Context: an optimization exercise on an open-source flow, tuned for small area and a short achievable clock period. The choices shown serve that exercise and are no tape-out recipe.
RTL that was checked went through simulation tests only; none was proved equivalent to the original.
Power and IR drop assume default switching activity.

run 1:
// dac_engine
module dac_engine (
    input  wire                                    adc_clk,
    input  wire                                    reset,
    input  wire  [dac_engine_pkg::REG_ADDR_W-1:0]  awaddr,
    input  wire                                    awvalid,
    output logic                                   awready,
    input  wire  [31:0]                            wdata,
    input  wire                                    wvalid,
    output logic                                   wready,
    output logic                                   bvalid,
    output logic [1:0]                             bresp,
    input  wire                                    bready,
    input  wire  [dac_engine_pkg::REG_ADDR_W-1:0]  araddr,
    input  wire                                    arvalid,
    output logic                                   arready,
    output logic [31:0]                            rdata,
  ...
==> flow/config.mk <==
export PLATFORM = sky130hd
export DESIGN_NAME = dac_engine
export DESIGN_NICKNAME = dac_engine
export VERILOG_FILES = /design/flow/design.v
export SDC_FILE = /design/flow/constraint.sdc
export NUM_CORES = 4
export LEC_CHECK = 0
export CAP_MARGIN = 20
export CORE_MARGIN = 2
export CORE_UTILIZATION = 60
export SETUP_SLACK_MARGIN = 2.6
export SLEW_MARGIN = 20
export SYNTH_HIERARCHICAL = 1
export SYNTH_MINIMUM_KEEP_SIZE = 0
==> flow/constraint.sdc <==
create_clock -name core_clock -period 5.0 [get_ports {adc_clk}]
set_input_delay 1.0000 -clock core_clock [delete_from_list [all_inputs] [get_ports {adc_clk}]]
set_output_delay 1.0000 -clock core_clock [all_outputs]
set_load 0.01 [all_outputs]
standard.sh (not shown) runs the stock make flow with config.mk's settings and CLKGATE_MAP_FILE= SYNTH_SCRIPT=/design/flow/synth_recipe.tcl, a recipe that flattens the netlist after the stock synthesis.
==> flow/flow/run.sh <==
#!/bin/bash
# The standard layout (standard.sh, ORFS) with two changes:
#  - clock tree synthesis without dummy loads and with larger sink clusters
#  - plain buf_4 cells as the port buffers instead of the default delay cells
# The make output goes to standard.log; ORFS writes each step's log under orfs/logs/.
set -euo pipefail
export CTS_ARGS="-sink_clustering_enable -repair_clock_nets -dont_use_dummy_load -sink_clustering_size 25 -sink_clustering_max_diameter 80"
export BUFFER_PORTS_ARGS="-buffer_cell sky130_fd_sc_hd__buf_4"
bash standard.sh > standard.log 2>&1
The following lists how run 2 was set up differently from run 1:
==> flow/run.sh (new file) <==
#!/bin/bash
# synth_recipe.tcl (not shown) runs the flow's synth.tcl, then flattens the netlist and writes it again
# the make line also repeats each setting of config.mk as NAME=value (left out here)
make -C /OpenROAD-flow-scripts/flow DESIGN_CONFIG=/design/flow/config.mk WORK_HOME=/design/flow/orfs CLKGATE_MAP_FILE= SYNTH_SCRIPT=/design/flow/synth_recipe.tcl finish
diff --git a/flow/config.mk b/flow/config.mk
--- a/flow/config.mk
+++ b/flow/config.mk
@@ -10,2 +10,4 @@
-export CORE_UTILIZATION = 60
-export SETUP_SLACK_MARGIN = 2.6
+export CORE_UTILIZATION = 70
+export CTS_CLUSTER_DIAMETER = 80
+export CTS_CLUSTER_SIZE = 25
+export SETUP_SLACK_MARGIN = 2.5
removed: flow/flow/run.sh
removed: flow/standard.sh
Results
- Cmp run 2 vs run 1: hold slack higher in run 2
- Summary of run 2 over run 1: portion of the clock cycle consumed by the worst path in the final layout moved down; utilization now sits higher; via count of the routed design grew by 1.9%; wire length now sits lower.
- The capturing element of the worst setup path comes out i_lut_player.lut_part[56] in one run and rdata[9] in the other, namely in run 2 and run 1 respectively.
- Run 1 went all the way through synthesis, placement and routing and the layout is clean on timing, DRC and antenna.
- The layout from run 2, despite a flow that completed every stage, fails the layout checks, with the failing checks listed as antenna rules.
- | length of routed met3 wiring | lower: run 1 |
What run 3 does differently from run 2 at the input level:
diff --git a/flow/config.mk b/flow/config.mk
--- a/flow/config.mk
+++ b/flow/config.mk
@@ -10 +10 @@
-export CORE_UTILIZATION = 70
+export CORE_UTILIZATION = 60
## What came out
- Run 3 completed every stage of the flow, and the final layout passed the timing, DRC and antenna checks.
- Run 2 ran in full, but the layout does not pass; the checks complain about antenna rules.
- Compared with run 2, in run 3 met2 track demand over resource shrank by 4.8 points, global-route wire length before repair now sits higher, fraction of the cycle the final worst path needs picked up an extra 1.8 points.
- Final setup slack of the worst path: higher on run 2
- As of run 3, total setup buffers inserted after CTS had risen by more than 10% compared to run 2.
- Re total net switching power: run 2 was lower than run 3.

---

Another version of the RTL of dac_engine (not shown whole).
For scale: roughly 13000 cells after synthesis, ~4500 flip-flops, ~120 I/O pins, ~170000 sq um of cells after synthesis.
export LEC_CHECK = 0
export CAP_MARGIN = 20
export CORE_MARGIN = 2
export CORE_UTILIZATION = 60
export SETUP_SLACK_MARGIN = 2.6
export SLEW_MARGIN = 20
export SYNTH_HIERARCHICAL = 1
export SYNTH_MINIMUM_KEEP_SIZE = 0
create_clock -name core_clock -period 5.0 [get_ports {adc_clk}]
==> flow/flow/run.sh <==
#!/bin/bash
# The standard layout (standard.sh, ORFS) with two changes:
#  - clock tree synthesis without dummy loads and with larger sink clusters
#  - plain buf_4 cells as the port buffers instead of the default delay cells
# The make output goes to standard.log; ORFS writes each step's log under orfs/logs/.
set -euo pipefail
export CTS_ARGS="-sink_clustering_enable -repair_clock_nets -dont_use_dummy_load -sink_clustering_size 25 -sink_clustering_max_diameter 80"
export BUFFER_PORTS_ARGS="-buffer_cell sky130_fd_sc_hd__buf_4"
bash standard.sh > standard.log 2>&1
Rerun with:
==> flow/run.sh (new file) <==
#!/bin/bash
# synth_recipe.tcl (not shown) runs the flow's synth.tcl, then flattens the netlist and writes it again
# the make line also repeats each setting of config.mk as NAME=value (left out here)
make -C /OpenROAD-flow-scripts/flow DESIGN_CONFIG=/design/flow/config.mk WORK_HOME=/design/flow/orfs CLKGATE_MAP_FILE= SYNTH_SCRIPT=/design/flow/synth_recipe.tcl finish
- CTS_CLUSTER_DIAMETER: not set -> 80
- CTS_CLUSTER_SIZE: not set -> 25
removed: flow/flow/run.sh
removed: flow/standard.sh
What happened:
- synthesized cell count does not change
- final cell count is about the same
- final area stays flat
- setup slack gets better by 51 ps
- flip-flop and latch count is unchanged
- via count stays flat
- global-route usage shrinks by 0.70 points
- total power went up slightly
- clock-buffer cell count goes up by 50

---

Another version of the RTL of dac_engine (not shown whole).
Size: about 15000 cells after synthesis, ~4400 flip-flops, about 0.16 mm^2 of cells after synthesis.
==> flow/config.mk <==
export PLATFORM = sky130hd
export DESIGN_NAME = dac_engine
export DESIGN_NICKNAME = dac_engine
export VERILOG_FILES = /design/flow/design.v
export SDC_FILE = /design/flow/constraint.sdc
export NUM_CORES = 4
export LEC_CHECK = 0
export CAP_MARGIN = 20
export CORE_MARGIN = 2
export CORE_UTILIZATION = 40
export SETUP_SLACK_MARGIN = 2.0
export SLEW_MARGIN = 20
==> flow/constraint.sdc <==
create_clock -name core_clock -period 5.0 [get_ports {adc_clk}]
set_input_delay 1.0000 -clock core_clock [delete_from_list [all_inputs] [get_ports {adc_clk}]]
set_output_delay 1.0000 -clock core_clock [all_outputs]
set_load 0.01 [all_outputs]
run.sh (not shown) runs the stock make flow with config.mk's settings and CLKGATE_MAP_FILE= SYNTH_SCRIPT=/design/flow/synth_recipe.tcl, a recipe that flattens the netlist after the stock synthesis.
Stock flow here: none of the scripts above is used.
The baseline ended with an error in global routing (5_1_grt) with GRT-0116.
==> next run, changes <==
SETUP_SLACK_MARGIN = not set   (was 2.0)
The changed run ended with an error in global routing (5_1_grt) with GRT-0116.
Synthesized area is unchanged.
Synthesized cell count is unchanged.
No functional check of the RTL was part of any run of this note.

---

dac_engine, a different RTL version from the one above (not shown whole).
For scale: ~13000 cells after synthesis, about 4400 flip-flops.
export LEC_CHECK = 0
export CAP_MARGIN = 20
export CORE_MARGIN = 2
export CORE_UTILIZATION = 45
export SLEW_MARGIN = 20
export SYNTH_HIERARCHICAL = 1
export SYNTH_MINIMUM_KEEP_SIZE = 0
create_clock -name core_clock -period 5.0 [get_ports {adc_clk}]
The starting point passed the timing, DRC and antenna checks.
Then changed:
--- a/flow/config.mk
+++ b/flow/config.mk
@@ -10,0 +11 @@
+export SETUP_SLACK_MARGIN = 2.2
Worst setup slack gets better by 1000 ps; total power came out lower slightly; global-route usage rises by 1.8 points; combinational power shrinks by a few percent; area after synthesis does not change.

---

the reference run:
Another version of the RTL of dac_engine (not shown whole).
Size: ~4500 flip-flops.
clock: 5.0 ns
lec_check: 0
cap_margin: 20
core_margin: 2
core_utilization: 70
cts_cluster_diameter: 80
cts_cluster_size: 25
setup_slack_margin: 2.5
slew_margin: 20
synth_hierarchical: 1
synth_minimum_keep_size: 0
| the reference run | all stages done | FAIL | antenna violations |
Input-level comparison between the trial run and the reference run:
- CORE_UTILIZATION changed from 70 to 60
Notes after the runs:
Of the trial run and the reference run, not a single run came through the flow clean. No crash in the reference run: every stage finished, but the layout fails its final checks due to antenna violations. The trial run had finished all stages when the layout checks came back failing, citing antenna violations. Final critical-path setup slack: the trial run vs the reference run down 160 ps. As far as netlist area before placement goes, the trial run and the reference run are indistinguishable; the numbers are identical. Against the reference run, the trial run reports a utilization that is lower. Relative to the reference run, the inserted tap cell count measured on the trial run has increased by more than 10%. On first-pass GRT wire length, the higher figure sits with the trial run, not the reference run. Relative to the reference run, the global-route track usage on met3 of the trial run is lower by 5.3 points. Count of vias placed by the detailed router was lower in the run labelled the trial run. Sort the trial run and the reference run by total power desc -> top: the trial run. Looking only at number of global-route vias before repair, and setting everything else aside, the higher value of the trial run and the reference run goes to the reference run.

port drivers added, routing unchanged:
No port has a modelled driver above. Below, the same layouts with a new extraction and two added sets of constraints. Step 1, drivers: a clkbuf_16 drives adc_clk and a buf_2 each remaining input, both assumed. Step 2 moves the port delays by t, midway between the first and last clock arrival at a register: inputs arrive t later, outputs are due t later. That takes back most of the time a late clock gives input paths. Slacks: ideal ports / drivers / drivers and shift; pairs: ideal ports / drivers.
run	t (ns)	setup WS [ns]	hold slack, ns	clock arrival spread, ns	pins driven straight from the clock port
run 1	1.049	2.273 / 2.163 / 2.047	0.072 / -0.018 / 0.350	0.085 / 0.086	1
run 2	1.003	2.299 / 2.231 / 1.658	0.352 / 0.352 / 0.352	0.040 / 0.040	1
run 3	1.069	2.209 / 2.104 / 1.608	0.350 / 0.350 / 0.350	0.056 / 0.057	1
the first run of note 2	1.052	1.885 / 1.885 / 1.760	0.134 / 0.040 / 0.354	0.064 / 0.064	1
the second run of note 2	1.061	1.936 / 1.936 / 1.767	0.335 / 0.335 / 0.335	0.040 / 0.040	1
the first run of note 4	1.091	0.770 / 0.770 / 0.770	0.342 / 0.342 / 0.342	0.066 / 0.066	1
the second run of note 4	1.083	1.773 / 1.773 / 1.337	0.312 / 0.312 / 0.312	0.115 / 0.115	1
the reference run	0.999	2.245 / 2.245 / 1.668	0.354 / 0.354 / 0.354	0.054 / 0.054	1
the trial run	1.068	2.085 / 2.085 / 1.596	0.357 / 0.357 / 0.357	0.038 / 0.038	1
The setup slack of run 2, which loses most, moves by -0.068 ns with the drivers and by -0.641 ns with both steps.
